This design comes from an exercise in tuning for a short achievable clock period and few clock cycles on the open sky130 flow, not from production work. The RTL was checked by simulation tests, not by an equivalence proof against the original design. The flow treats the clock pin as an ideal source, which a real chip does not have. Power figures rest on the tool's default switching activity, not on a simulated workload.

Design processor, start of the top module:
module processor (
  input  logic        clk,
  input  logic        reset,
  input  logic [31:0] instruction,
  output logic [31:0] addr,
  output logic [31:0] out,
  output logic        sys_dne,
  output logic        rw
);
Size in the first run: ~1,500 flip-flops, about 100 I/O pins, about 0.058 mm² of cells after synthesis.
==> module processor, before the edit <==
module processor (
  input  logic        clk,
  input  logic        reset,
  input  logic [31:0] instruction,
  output logic [31:0] addr,
  output logic [31:0] out,
  output logic        sys_dne,
  output logic        rw
);
  localparam logic [5:0] OP_AND = 6'd6;
  localparam logic [5:0] OP_OR  = 6'd7;
  localparam logic [5:0] OP_XOR = 6'd8;
  localparam logic [5:0] OP_NOT = 6'd9;
  localparam logic [5:0] OP_LI  = 6'd10;
  localparam int W = 32;
  localparam logic [1:0] FN_AND = 2'd0;
  localparam logic [1:0] FN_OR  = 2'd1;
  localparam logic [1:0] FN_XOR = 2'd2;
  logic        run_q;      
  logic [31:0] pc_q;       
  logic [31:0] npc_q;      
  logic [5:0]  f_op;
  logic [4:0]  f_rs, f_rt, f_rd;
  logic        f_and, f_or, f_xor, f_not, f_li, f_wr, f_ua, f_ub;
  logic [4:0]  f_dst;
  logic [31:0] f_sel_a, f_sel_b;
  logic        r1_v;
  logic [31:0] r1_sel_a, r1_sel_b;   
  logic        r1_ua, r1_ub;          
  logic        r1_not, r1_li;
  logic [15:0] r1_imm;
  logic [4:0]  r1_dst;
  logic        r1_wr;
  logic        r1_fa1, r1_fb1;        
  logic        r1_fa2, r1_fb2;        
  logic [1:0]  r1_fn;
  logic        r2_v;
  logic [4:0]  r2_dst;
  logic        r2_wr;
  logic        r2_fa2, r2_fb2;
  logic [W-1:0] r2_a0, r2_a1, r2_b0, r2_b1;    
  logic        r2_ua, r2_ub;
  logic [W-1:0] r2_bk;                
  logic [3:0]  r2_t0, r2_t1;          
  assign f_op  = instruction[31:26];
  assign f_rs  = instruction[25:21];
  assign f_rt  = instruction[20:16];
  assign f_rd  = instruction[15:11];
  assign f_and = (f_op == OP_AND);
  assign f_or  = (f_op == OP_OR);
  assign f_xor = (f_op == OP_XOR);
  assign f_not = (f_op == OP_NOT);
  assign f_li  = (f_op == OP_LI);
  assign f_wr  = f_and | f_or | f_xor | f_not | f_li;
  assign f_ua  = f_and | f_or | f_xor | f_not;    
  assign f_ub  = f_and | f_or | f_xor;            
  assign f_dst = f_not ? f_rt : (f_li ? f_rs : f_rd);
  always_comb begin
    for (int j = 0; j < 32; j++) begin
      f_sel_a[j] = (f_rs == 5'(j));
      f_sel_b[j] = (f_rt == 5'(j));
    end
  end
  logic [W-1:0] rf [32];
  logic [W-1:0] rd_a0, rd_a1, rd_b0, rd_b1, bk;
  logic        hold1, fa, fb;
  logic [1:0]  fn;
  logic [3:0]  t0, t1;
  always_comb begin
    rd_a0 = '0;
    rd_a1 = '0;
    rd_b0 = '0;
    rd_b1 = '0;
    for (int j = 0; j < 16; j++) begin
      rd_a0 = rd_a0 | ({W{r1_sel_a[j]}} & rf[j]);
      rd_a1 = rd_a1 | ({W{r1_sel_a[j + 16]}} & rf[j + 16]);
      rd_b0 = rd_b0 | ({W{r1_sel_b[j]}} & rf[j]);
      rd_b1 = rd_b1 | ({W{r1_sel_b[j + 16]}} & rf[j + 16]);
    end
  end
  assign bk = r1_not ? '1 : (r1_li ? {16'h0000, r1_imm} : '0);
  assign hold1 = !(r1_v && r1_wr);
  assign fa    = hold1 | r1_fa1;
  assign fb    = hold1 | r1_fb1;
  assign fn    = hold1 ? FN_OR : r1_fn;
  logic [3:0] ka, kb, ka0, kb0, ka1, kb1;
  assign ka  = 4'b1100;
  assign kb  = 4'b1010;
  assign ka0 = fa ? 4'b0000 : ka;
  assign kb0 = fb ? 4'b0000 : kb;
  assign ka1 = fa ? 4'b1111 : ka;
  assign kb1 = fb ? 4'b1111 : kb;
  always_comb begin
    case (fn)
      FN_AND:  begin t0 = ka0 & kb0; t1 = ka1 & kb1; end
      FN_OR:   begin t0 = ka0 | kb0; t1 = ka1 | kb1; end
      default: begin t0 = ka0 ^ kb0; t1 = ka1 ^ kb1; end
    endcase
  end
  logic [W-1:0] resn_q;    
  logic [W-1:0] op_a, op_b, p0, p1;
  assign op_a = r2_fa2 ? ~resn_q : ({W{r2_ua}} & (r2_a0 | r2_a1));
  assign op_b = r2_fb2 ? ~resn_q : (r2_ub ? (r2_b0 | r2_b1) : r2_bk);
  always_comb begin
    for (int i = 0; i < W; i++) begin
      p0[i] = r2_v & r2_t0[{op_a[i], op_b[i]}];
      p1[i] = !r2_v | r2_t1[{op_a[i], op_b[i]}];
    end
  end
  logic        e_v;
  logic        e_clr;      
  logic [31:0] e_we;
  logic [W-1:0] e_p0, e_p1;
  logic [31:0] out_q;      
  logic        dne_q;
  logic [W-1:0] x_r;
  assign x_r = {W{!e_clr}} & ((resn_q & e_p0) | (~resn_q & e_p1));
  logic [31:0] x_out;
  assign x_out = {32{!e_clr}} & ((~out_q & e_p0) | (out_q & e_p1));
  always_ff @(posedge clk or negedge reset) begin
    if (!reset) begin
      run_q  <= 1'b0;
      r1_v   <= 1'b0;
      r2_v   <= 1'b0;
      e_v    <= 1'b0;
      e_clr  <= 1'b1;
      dne_q  <= 1'b0;
    end else begin
      run_q  <= 1'b1;
      r1_v   <= run_q;
      r2_v   <= r1_v;
      e_v    <= r2_v;
      e_clr  <= 1'b0;
      dne_q  <= e_v;
    end
  end
  always_ff @(posedge clk) begin
    pc_q   <= run_q ? npc_q : 32'd0;
    npc_q  <= run_q ? npc_q + 32'd1 : 32'd1;
    for (int j = 0; j < 32; j++) e_we[j] <= r2_v & r2_wr & (r2_dst == 5'(j));
    e_p0   <= p0;
    e_p1   <= p1;
    out_q  <= x_out;
    resn_q <= ~x_r;
  end
  always_ff @(posedge clk) begin
    r1_sel_a <= f_sel_a;
    r1_sel_b <= f_sel_b;
    r1_ua    <= f_ua;
    r1_ub    <= f_ub;
    r1_not   <= f_not;
    r1_li    <= f_li;
    r1_imm   <= instruction[15:0];
    r1_dst   <= f_dst;
    r1_wr    <= f_wr;
    r1_fa1   <= f_ua & r1_v & r1_wr & (r1_dst == f_rs);
    r1_fb1   <= f_ub & r1_v & r1_wr & (r1_dst == f_rt);
    r1_fa2   <= f_ua & r2_v & r2_wr & (r2_dst == f_rs);
    r1_fb2   <= f_ub & r2_v & r2_wr & (r2_dst == f_rt);
    r1_fn    <= f_and ? FN_AND : ((f_or | f_li) ? FN_OR : FN_XOR);
    r2_dst   <= r1_dst;
    r2_wr    <= r1_wr;
    r2_fa2   <= r1_fa2;
    r2_fb2   <= r1_fb2;
    r2_a0    <= rd_a0;
    r2_a1    <= rd_a1;
    r2_b0    <= rd_b0;
    r2_b1    <= rd_b1;
    r2_ua    <= r1_ua;
    r2_ub    <= r1_ub;
    r2_bk    <= bk;
    r2_t0    <= t0;
    r2_t1    <= t1;
    for (int j = 0; j < 32; j++)
      if (e_we[j]) rf[j] <= x_r;
  end
  assign addr    = pc_q;
  assign out     = out_q;
  assign sys_dne = dne_q;
  assign rw      = 1'b0;
endmodule
export LEC_CHECK = 0
export CAP_MARGIN = 20
export CORE_MARGIN = 2
export CORE_UTILIZATION = 45
export SETUP_SLACK_MARGIN = 4.0
export SLEW_MARGIN = 20
create_clock -name core_clock -period 6.0 [get_ports {clk}]
standard.sh (not shown) runs the stock make flow with config.mk's settings and CLKGATE_MAP_FILE= SYNTH_SCRIPT=/design/flow/synth_recipe.tcl, a recipe that flattens the netlist after the stock synthesis.
==> flow/flow/run.sh <==
#!/bin/bash
set -euo pipefail
cd "$(dirname "$0")/.."
P=${FLOW_PLATFORM:-sky130hd}
R=orfs/results/$P/processor/base
PD=$FLOW_HOME/platforms/$P
LIB=$PD/lib/sky130_fd_sc_hd__tt_025C_1v80.lib
bash standard.sh place > flow_place.log 2>&1
best=""
bestlat=99
for combo in 25:100 22:100 25:150 28:100 28:150 30:100 30:150 32:120; do
  s=${combo%:*}; d=${combo#*:}
  rm -f $R/4_1_cts.odb $R/4_cts.odb $R/4_cts.sdc
  if ! bash standard.sh CTS_CLUSTER_SIZE=$s CTS_CLUSTER_DIAMETER=$d cts > flow_cts_${s}_${d}.log 2>&1; then
    continue
  fi
  m=$(ROOT_MEASURE=1 ROOT_LIB=$LIB PLATFORM_DIR=$PD ROOT_DB=$R/4_cts.odb ROOT_SDC=$R/4_cts.sdc CLK_PORT=clk \
      openroad -no_init -exit flow/root.tcl 2>&1 | tee flow_measure_${s}_${d}.log | grep '^MEASURE' || true)
  echo "$s $d $m" >> flow_cts_choice.log
  read -r _ fan lat slew <<< "$m" || continue
  [[ -z "${slew:-}" ]] && continue
  ok=$(awk -v f="$fan" -v l="$lat" -v sl="$slew" -v b="$bestlat" 'BEGIN{print (f>=1 && f<=16 && sl<0.117 && l<b) ? 1 : 0}')
  if [[ "$ok" == 1 ]]; then
    bestlat=$lat; best=$combo
    mkdir -p flow_best; cp $R/4_1_cts.odb $R/4_cts.odb $R/4_cts.sdc flow_best/
    cp orfs/logs/$P/processor/base/4_1_cts.log flow_best/ 2>/dev/null || true
  fi
done
echo "chosen: ${best:-none} latency $bestlat" >> flow_cts_choice.log
if [[ -n "$best" ]]; then
  cp flow_best/4_1_cts.odb flow_best/4_cts.odb flow_best/4_cts.sdc $R/
  cp flow_best/4_1_cts.log orfs/logs/$P/processor/base/4_1_cts.log 2>/dev/null || true
  ROOT_LIB=$LIB ROOT_DB=$R/4_cts.odb CLK_PORT=clk openroad -no_init -exit flow/root.tcl > flow_root.log 2>&1
  touch $R/4_cts.sdc
else
  rm -f $R/4_1_cts.odb $R/4_cts.odb $R/4_cts.sdc
  bash standard.sh CTS_CLUSTER_SIZE=25 CTS_CLUSTER_DIAMETER=100 cts > flow_cts_fallback.log 2>&1
fi
bash standard.sh > flow_finish.log 2>&1
Other scripts of this flow, unchanged in this note and not shown: flow/flow/root.tcl
Testbench counts at the start, summed over its fixed seeds: cycles 16,288.
Edit:
--- a/flow/design.v
+++ b/flow/design.v
@@ -13,5 +13,5 @@
   localparam logic [5:0] OP_NOT = 6'd9;
   localparam logic [5:0] OP_LI  = 6'd10;
-  localparam int W = 32;
+  localparam int W = 17;
   localparam logic [1:0] FN_AND = 2'd0;
   localparam logic [1:0] FN_OR  = 2'd1;
@@ -79,5 +79,5 @@
     end
   end
-  assign bk = r1_not ? '1 : (r1_li ? {16'h0000, r1_imm} : '0);
+  assign bk = r1_not ? '1 : (r1_li ? {1'b0, r1_imm} : '0);
   assign hold1 = !(r1_v && r1_wr);
   assign fa    = hold1 | r1_fa1;
@@ -116,6 +116,8 @@
   logic [W-1:0] x_r;
   assign x_r = {W{!e_clr}} & ((resn_q & e_p0) | (~resn_q & e_p1));
-  logic [31:0] x_out;
-  assign x_out = {32{!e_clr}} & ((~out_q & e_p0) | (out_q & e_p1));
+  logic [31:0] x_out, o_p0, o_p1;
+  assign o_p0  = {{16{e_p0[16]}}, e_p0[15:0]};
+  assign o_p1  = {{16{e_p1[16]}}, e_p1[15:0]};
+  assign x_out = {32{!e_clr}} & ((~out_q & o_p0) | (out_q & o_p1));
   always_ff @(posedge clk or negedge reset) begin
     if (!reset) begin
Effect: The changed run passed the timing, design-rule and antenna checks; core utilization grows by 0.70 points; power shrinks by 38%; setup slack improved by 160 ps; wire length shrinks by 47%; cell area shrinks by 39%; clock skew grows by 8.1 ps; worst hold slack got worse by 8.0 ps.
Testbench counts after the change, summed over its fixed seeds: cycles 16,288.

port drivers added, routing unchanged:
In the flow no input, the clock included, has a driving cell. The finished layouts below were timed again as built, in two steps.
Step 1 (the two cells are an assumption about what drives the block):
set clk [get_ports {clk}]
set_driving_cell -lib_cell sky130_fd_sc_hd__clkbuf_16 $clk
set_driving_cell -lib_cell sky130_fd_sc_hd__buf_2 [delete_from_list [all_inputs] $clk]
Step 2 adds t to the input delays and takes it off the output delays; t is the mean of the earliest and latest rising clock arrival at the registers after step 1. Input paths then give back, and output paths get back, about the clock's delay inside the block.
Three values: ideal, step 1, step 2; two values: the first two.
run | shift t [ns] | setup WS [ns] | worst setup path after step 2 | latest minus earliest clock arrival (ns)
the first run | 0.667 | 3.716 / 3.554 / 3.335 | input to register | 0.039 / 0.039
the second run | 0.538 | 3.881 / 3.752 / 3.615 | input to register | 0.048 / 0.047
After both steps setup and hold are still met in every run listed. For the first run, which loses most, drivers alone change the setup slack by -0.162 ns; drivers and shift together by -0.381 ns.
